This is an optimization exercise on Yosys and OpenROAD, whose aim is small area, not a production implementation. The RTL was checked by simulation tests, not by an equivalence proof against the original design. Power is estimated from default activity; no workload was simulated.

**design/flow/run.sh**
```bash
#!/bin/bash
# synth_recipe.tcl (not shown) runs the flow's synth.tcl, then flattens the netlist and writes it again
# the make line also repeats each setting of config.mk as NAME=value (left out here)
make -C /OpenROAD-flow-scripts/flow DESIGN_CONFIG=/design/flow/config.mk WORK_HOME=/design/flow/orfs CLKGATE_MAP_FILE= SYNTH_SCRIPT=/design/flow/synth_recipe.tcl finish
```
**design/flow/constraint.sdc**
```tcl
create_clock -name core_clock -period 5.5 [get_ports {clk}]
set_input_delay 1.1000 -clock core_clock [delete_from_list [all_inputs] [get_ports {clk}]]
set_output_delay 1.1000 -clock core_clock [all_outputs]
set_load 0.01 [all_outputs]
```
**design/flow/design.v**
```verilog
package regfile_scoreboard_pkg;
  localparam int DATA_W  = 32;
  localparam int ADDR_W  = 5;
  localparam int CNT_W   = 2;
  localparam int NREGS   = 2 ** ADDR_W;
  localparam int CNT_MAX = (2 ** CNT_W) - 1;
  typedef logic [DATA_W-1:0] data_t;
  typedef logic [ADDR_W-1:0] reg_idx_t;
  typedef logic [CNT_W-1:0]  cnt_t;
  localparam reg_idx_t REG_ZERO  = '0;
  localparam cnt_t     CNT_ONE   = cnt_t'(1);
  localparam cnt_t     CNT_LIMIT = cnt_t'(CNT_MAX);
endpackage
module wb_scoreboard (
  input  logic     clk,
  input  logic     reset,
  input  logic [regfile_scoreboard_pkg::NREGS-1:0] wdec,
  input  logic [regfile_scoreboard_pkg::NREGS-1:0] dec1,
  input  logic [regfile_scoreboard_pkg::NREGS-1:0] dec2,
  input  logic     issue_valid,
  input  logic     issue_writes,
  input  regfile_scoreboard_pkg::reg_idx_t issue_reg,
  input  logic     src1_used,
  input  logic     src2_used,
  output logic     stall,
  output logic     err_underflow
);
  localparam int NREGS = regfile_scoreboard_pkg::NREGS;
  logic [NREGS-1:0] idec;    
  logic [NREGS-1:0] busy;    
  logic [NREGS-1:0] sat;     
  logic [NREGS-1:0] empty;   
  logic [NREGS-1:0] iss_v;   
  logic             iss;
  logic             haz1, haz2, dst_full;
  always_comb begin
    idec = '0;
    for (int i = 1; i < NREGS; i++)
      idec[i] = (issue_reg == 5'(i));
  end
  assign busy[0]  = 1'b0;
  assign sat[0]   = 1'b0;
  assign empty[0] = 1'b1;
  for (genvar g = 1; g < NREGS; g++) begin : g_cnt
    regfile_scoreboard_pkg::cnt_t cnt_r;
    assign busy[g]  = cnt_r[1] || (cnt_r[0] && !wdec[g]);
    assign sat[g]   = (cnt_r == regfile_scoreboard_pkg::CNT_LIMIT) && !wdec[g];
    assign empty[g] = (cnt_r == '0);
    always_ff @(posedge clk) begin
      if (reset) begin
        cnt_r <= '0;
      end else if (iss_v[g] && !wdec[g]) begin
        cnt_r <= cnt_r + regfile_scoreboard_pkg::CNT_ONE;
      end else if (wdec[g] && !iss_v[g] && !empty[g]) begin
        cnt_r <= cnt_r - regfile_scoreboard_pkg::CNT_ONE;
      end
    end
  end
  assign haz1     = src1_used && |(dec1 & busy);
  assign haz2     = src2_used && |(dec2 & busy);
  assign dst_full = issue_writes && |(idec & sat);
  assign stall = issue_valid && (haz1 || haz2 || dst_full);
  assign iss   = issue_valid && issue_writes && !stall;
  assign iss_v = {NREGS{iss}} & idec;
  always_ff @(posedge clk) begin
    if (reset)
      err_underflow <= 1'b0;
    else if (|(wdec & ~iss_v & empty))
      err_underflow <= 1'b1;
  end
endmodule
module regfile_scoreboard (
  input  logic                 clk,
  input  logic                 reset,
  input  logic [31:0]          WriteData,
  input  logic [4:0]           WriteReg,
  input  logic                 RegWrite,
  input  logic [4:0]           ReadReg1,
  input  logic [4:0]           ReadReg2,
  input  logic                 Src1Used,
  input  logic                 Src2Used,
  input  logic                 IssueValid,
  input  logic                 IssueWrites,
  input  logic [4:0]           IssueReg,
  output logic [31:0]          ReadData1,
  output logic [31:0]          ReadData2,
  output logic                 Stall,
  output logic                 ErrUnderflow
);
  localparam int NREGS = regfile_scoreboard_pkg::NREGS;
  logic             we;
  logic [NREGS-1:0] wdec;    
  logic [NREGS-1:0] dec1;    
  logic [NREGS-1:0] dec2;    
  logic [NREGS-1:0] sel1;    
  logic [NREGS-1:0] sel2;    
  logic             byp1, byp2;
  logic [31:0]      wd_g;    
  assign we = RegWrite && (WriteReg != regfile_scoreboard_pkg::REG_ZERO);
  always_comb begin
    wdec = '0;
    dec1 = '0;
    dec2 = '0;
    for (int i = 1; i < NREGS; i++) begin
      wdec[i] = we && (WriteReg == 5'(i));
      dec1[i] = (ReadReg1 == 5'(i));
      dec2[i] = (ReadReg2 == 5'(i));
    end
  end
  assign wd_g = reset ? '0 : WriteData;
  regfile_scoreboard_pkg::data_t rf [1:NREGS-1];
  for (genvar g = 1; g < NREGS; g++) begin : g_reg
    always_ff @(posedge clk) begin
      if (reset || wdec[g])
        rf[g] <= wd_g;
    end
  end
  assign byp1 = we && (WriteReg == ReadReg1);
  assign byp2 = we && (WriteReg == ReadReg2);
  assign sel1 = dec1 & ~wdec;
  assign sel2 = dec2 & ~wdec;
  always_comb begin
    ReadData1 = byp1 ? WriteData : '0;
    ReadData2 = byp2 ? WriteData : '0;
    for (int i = 1; i < NREGS; i++) begin
      ReadData1 = ReadData1 | ({32{sel1[i]}} & rf[i]);
      ReadData2 = ReadData2 | ({32{sel2[i]}} & rf[i]);
    end
  end
  wb_scoreboard u_sb (
    .clk           (clk),
    .reset         (reset),
    .wdec          (wdec),
    .dec1          (dec1),
    .dec2          (dec2),
    .issue_valid   (IssueValid),
    .issue_writes  (IssueWrites),
    .issue_reg     (IssueReg),
    .src1_used     (Src1Used),
    .src2_used     (Src2Used),
    .stall         (Stall),
    .err_underflow (ErrUnderflow)
  );
endmodule
```
**design/flow/config.mk**
```make
export PLATFORM = sky130hd
export DESIGN_NAME = regfile_scoreboard
export DESIGN_NICKNAME = regfile_scoreboard
export VERILOG_FILES = /design/flow/design.v
export SDC_FILE = /design/flow/constraint.sdc
export NUM_CORES = 4
export LEC_CHECK = 0
export CAP_MARGIN = 20
export CORE_MARGIN = 2
export CORE_UTILIZATION = 40
export SLEW_MARGIN = 20
```
==> summary.txt <==
==> final cells by class <==
class	instances	area, sq um	area share
well taps	1524	1910	0.0310
repair buffers	920	8740	0.142
clock buffers	125	2840	0.0461
inverters	24	90.1	0.00146
diodes	6	15.0	0.000244
flip-flops and latches	1055	31000	0.504
multi-input cells	2197	16000	0.260
clock inverters	77	957	0.0155
==> registers in the layout (all words and copies together) (netlist names) <==
signal	flops
rf	992
u_sb.g_cnt.cnt_r	62
u_sb.err_underflow	1
==> per-layer routing <==
metal,global-route usage,wire length (um)
met5,0.00760,184
met1,0.540,89700
met3,0.153,43300
met2,0.580,104000
met4,0.266,21100
==> cell usage in the layout, fill, tap and decap left out, drive strengths merged, types with 10 or more instances in the layout <==
| cell type | netlist | routed |
|---|---|---|
| clkdlybuf4s50 | 0 | 58 |
| buf | 57 | 796 |
| o21a | 24 | 24 |
| nor2b | 46 | 46 |
| nand4 | 157 | 157 |
| dfxtp | 63 | 63 |
| inv | 24 | 27 |
| dlygate4sd2 | 0 | 50 |
| a211oi | 35 | 35 |
| o21ai | 56 | 56 |
| a21oi | 60 | 60 |
| a22o | 130 | 130 |
| clkinv | 0 | 46 |
| bufinv | 0 | 20 |
| edfxtp | 992 | 992 |
| clkbuf | 216 | 130 |
| a22oi | 645 | 645 |
| nand3 | 149 | 149 |
| and2 | 10 | 10 |
| or4 | 64 | 64 |
| nor3 | 97 | 97 |
| nor2 | 123 | 124 |
| a221oi | 132 | 132 |
| and3 | 11 | 11 |
| nand2b | 34 | 34 |
| a31oi | 43 | 43 |
| a2111oi | 10 | 10 |
| nand2 | 165 | 165 |
| nor3b | 12 | 12 |
| a222oi | 65 | 65 |
==> cell families (layout without fill, tap and decap cells) <==
logic type,after synthesis,count (layout),share of synthesized area
AOI/OAI and AO/OA,1255,1255,0.205
DFF,1055,1055,0.661
and+or+nand+nor,930,931,0.107
buffers and inverters,297,1146,0.0246
xor gates and xnor gates,10,10,0.00186
muxes,1,1,0.000213
other,0,6,0
==> power by group through the flow <==
stage | registers [mW] | clock network (mW) | logic [mW]
after detailed placement | 10.1 | 0 | 1.87
final | 9.98 | 7.99 | 1.98
after CTS | 9.92 | 7.96 | 1.85
after floorplan | 9.91 | 0 | 0.682
after global placement | 10.1 | 0 | 1.87
after global routing | 10.0 | 8.27 | 1.98
==> final timing paths <==
check / endpoint / slack [ns] / cells past startpoint
worst max-delay path: ReadData2[31] / -0.13 / 13
worst min-delay path: u_sb.g_cnt[27].cnt_r[0] / 0.49 / 2
worst max register to register: u_sb.err_underflow / 1.48 / 14
worst min register to register: u_sb.g_cnt[27].cnt_r[0] / 0.49 / 2
==> tightest hold or removal path, cell delays in order (launching register included) <==
cell     delay [ns]
dfxtp_1        0.32
nand3_1        0.07
a21oi_1        0.05
==> through the flow <==
| stage | instances | total power [mW] |
|---|---|---|
| 2_1_floorplan | 3548 | 10.6 |
| 4_1_cts | 5909 | 19.7 |
| 6_report | 5928 | 19.9 |
| 5_1_grt | 5922 | 20.2 |
| 3_5_place_dp | 5690 | 11.9 |
| 3_3_place_gp | 5685 | 12.0 |
==> what timing repair did <==
action                     in CTS  in global routing
resized for setup             139                 77
cloned                          0                  1
buffers inserted               17                 12
setup endpoints to repair      65                 52
hold buffers                    0                  0
pin swaps                      13                 31
==> impl_metrics.json <==
{
  "io_pins": 125,
  "status": "complete, but fails checks",
  "yosysTopAreaCell": "edfxtp_1",
  "drt_iter0_drc": 10800,
  "place.gp.congestion": 1.02,
  "rsz0062_at_grt": "true",
  "grt_pass1_vias": 41600,
  "critical_path_buf_inv_count": 7,
  "numCtsBuffers": 109,
  "total_leakage_power_nw": 21.5,
  "die_w_um": 347,
  "path_cells": "clkdlybuf4s50_1 -> buf_4 -> buf_4 -> or4b_4 -> nor2_4 -> buf_4 -> nor3_4 -> buf_12 -> buf_4 -> a22oi_1 -> nand3_1 -> or4_1 -> clkdlybuf4s50_1",
  "fmax_mhz": 178,
  "switching_share": 0.257,
  "clockBufferDepth": 3,
  "seq_area_frac_synth": 0.661,
  "grt_max_degree": 43,
  "die_h_um": 347,
  "cts_tree": "yes",
  "path_max_fanout": 10,
  "drive_above_1_share": 0.269,
  "fin_util": 0.529,
  "num_rows": 125,
  "fin_setup_tns_ns": -0.248,
  "syn_to_final_growth_pct": 31.2,
  "synth_edf_count": 992,
  "startpoint": "WriteReg[4]",
  "crit_slowest_cell": "or4b_4",
  "hp-class": "flop to flop",
  "fin_crit_sh": 1.02,
  "ir_drop_uv": 243,
  "core_sq_mm": 0.116,
  "skew_ns": 0.0281,
  "power_switching_mw": 5.12,
  "worstSkewPairLatency_ns": 0.74,
  "clock-sinks": 1055,
  "worst_pin_slew_ns": 1.21,
  "synthCells": 3548,
  "drv_cap": 0,
  "min-delay-start": "u_sb.g_cnt[27].cnt_r[0]",
  "vias": 44600,
  "max-slew-margin-rel": 0.192,
  "setup_viol": 5,
  "initial_core_util": 0.404,
  "synth.area.top_cells": "edfxtp_1 63%, a22oi_1 10%, dfxtp_1 2.7%",
  "grt_usage": 0.415,
  "routedWlPerCell_um": 43.5,
  "critPathLaunchType": "input port",
  "ys_top_cells_by_count": "992 x edfxtp_1, 645 x a22oi_1, 216 x clkbuf_1",
  "clock_power_share": 0.401,
  "fill_cells": 9788,
  "first_pass_iters": 11,
  "worstPathArrival_ns": 4.53,
  "timing_worst_setup_path_type": "input port to output pin",
  "stdcell_area_sq_mm": 0.0616,
  "synth_top_area_frac": 0.634,
  "synth_fp_nets": 3607,
  "dp_slack_ns": -0.526,
  "ys.flop_type": "edfxtp_1",
  "synth_most_common_cell": "edfxtp_1",
  "cts.reportedPaths.clkPinSlew_ns": 0.07,
  "power_frac_seq": 0.500,
  "synthArstFlopShare": 0,
  "drt-total-wl_um": 258000,
  "nNetsFinal": 4366,
  "check.faults": "setup timing",
  "synth.distinct_cells": 73,
  "antenna_found_initial": 7,
  "ys_warn_count": 3,
  "slowest_delay_ns": 0.57,
  "ys_ff_latch": 1055,
  "r2r_start": "u_sb.g_cnt[10].cnt_r[1]",
  "pwr-share-comb": 0.099,
  "cellPowerDensity_mw_per_mm2": 324,
  "fin_crit_ns": 5.63,
  "hold_slack_ns": 0.488,
  "overflow": 0,
  "dpl.hpwl_um": 162000,
  "grt_pass1_wl_um": 344000,
  "placed_cell_area_sq_mm": 0.0570,
  "ant_nets": 0,
  "viasPerCell": 7.52,
  "synth_area_per_cell_sq_um": 13.2,
  "root_buffer": "clkbuf_16",
  "route.detailed.drc": 0,
  "fin_ws_ns": -0.126,
  "dieArea_sq_mm": 0.120,
  "crit_top_cell": "buf_4",
  "crit_family": "buffers and inverters",
  "finalMaxSlewViolations": 0,
  "io_buffers": 124,
  "hold_viol_final": 0,
  "netlist_area_sq_mm": 0.0470,
  "htree_num_levels": 3,
  "cp.required_ns": 4.40,
  "p_int_mw": 14.8,
  "critPathCaptureType": "output pin"
}

## afterwards: timing with drivers on the ports
No port has a modelled driver above. Below, the same layout with a new extraction and two added sets of constraints.
Step 1 assumes that a clkbuf_16 drives the clock port and a buf_2 every other input.
Step 2 adds t to the input delays and takes it off the output delays; t is the mean of the earliest and latest rising clock arrival at the registers after step 1. Input paths then give back, and output paths get back, about the clock's delay inside the block.
a / b / c = no drivers / after step 1 / after step 2; a / b = the first two.
t, ns: 0.802
setup WS [ns]: -0.126 / -0.154 / -0.417
worst setup path at the end: input to register
worst data-port slew with drivers (ns): 0.05
cell pins on the clock port's net: 1
The setup slack of this run moves by -0.028 ns with the drivers and by -0.291 ns with both steps.
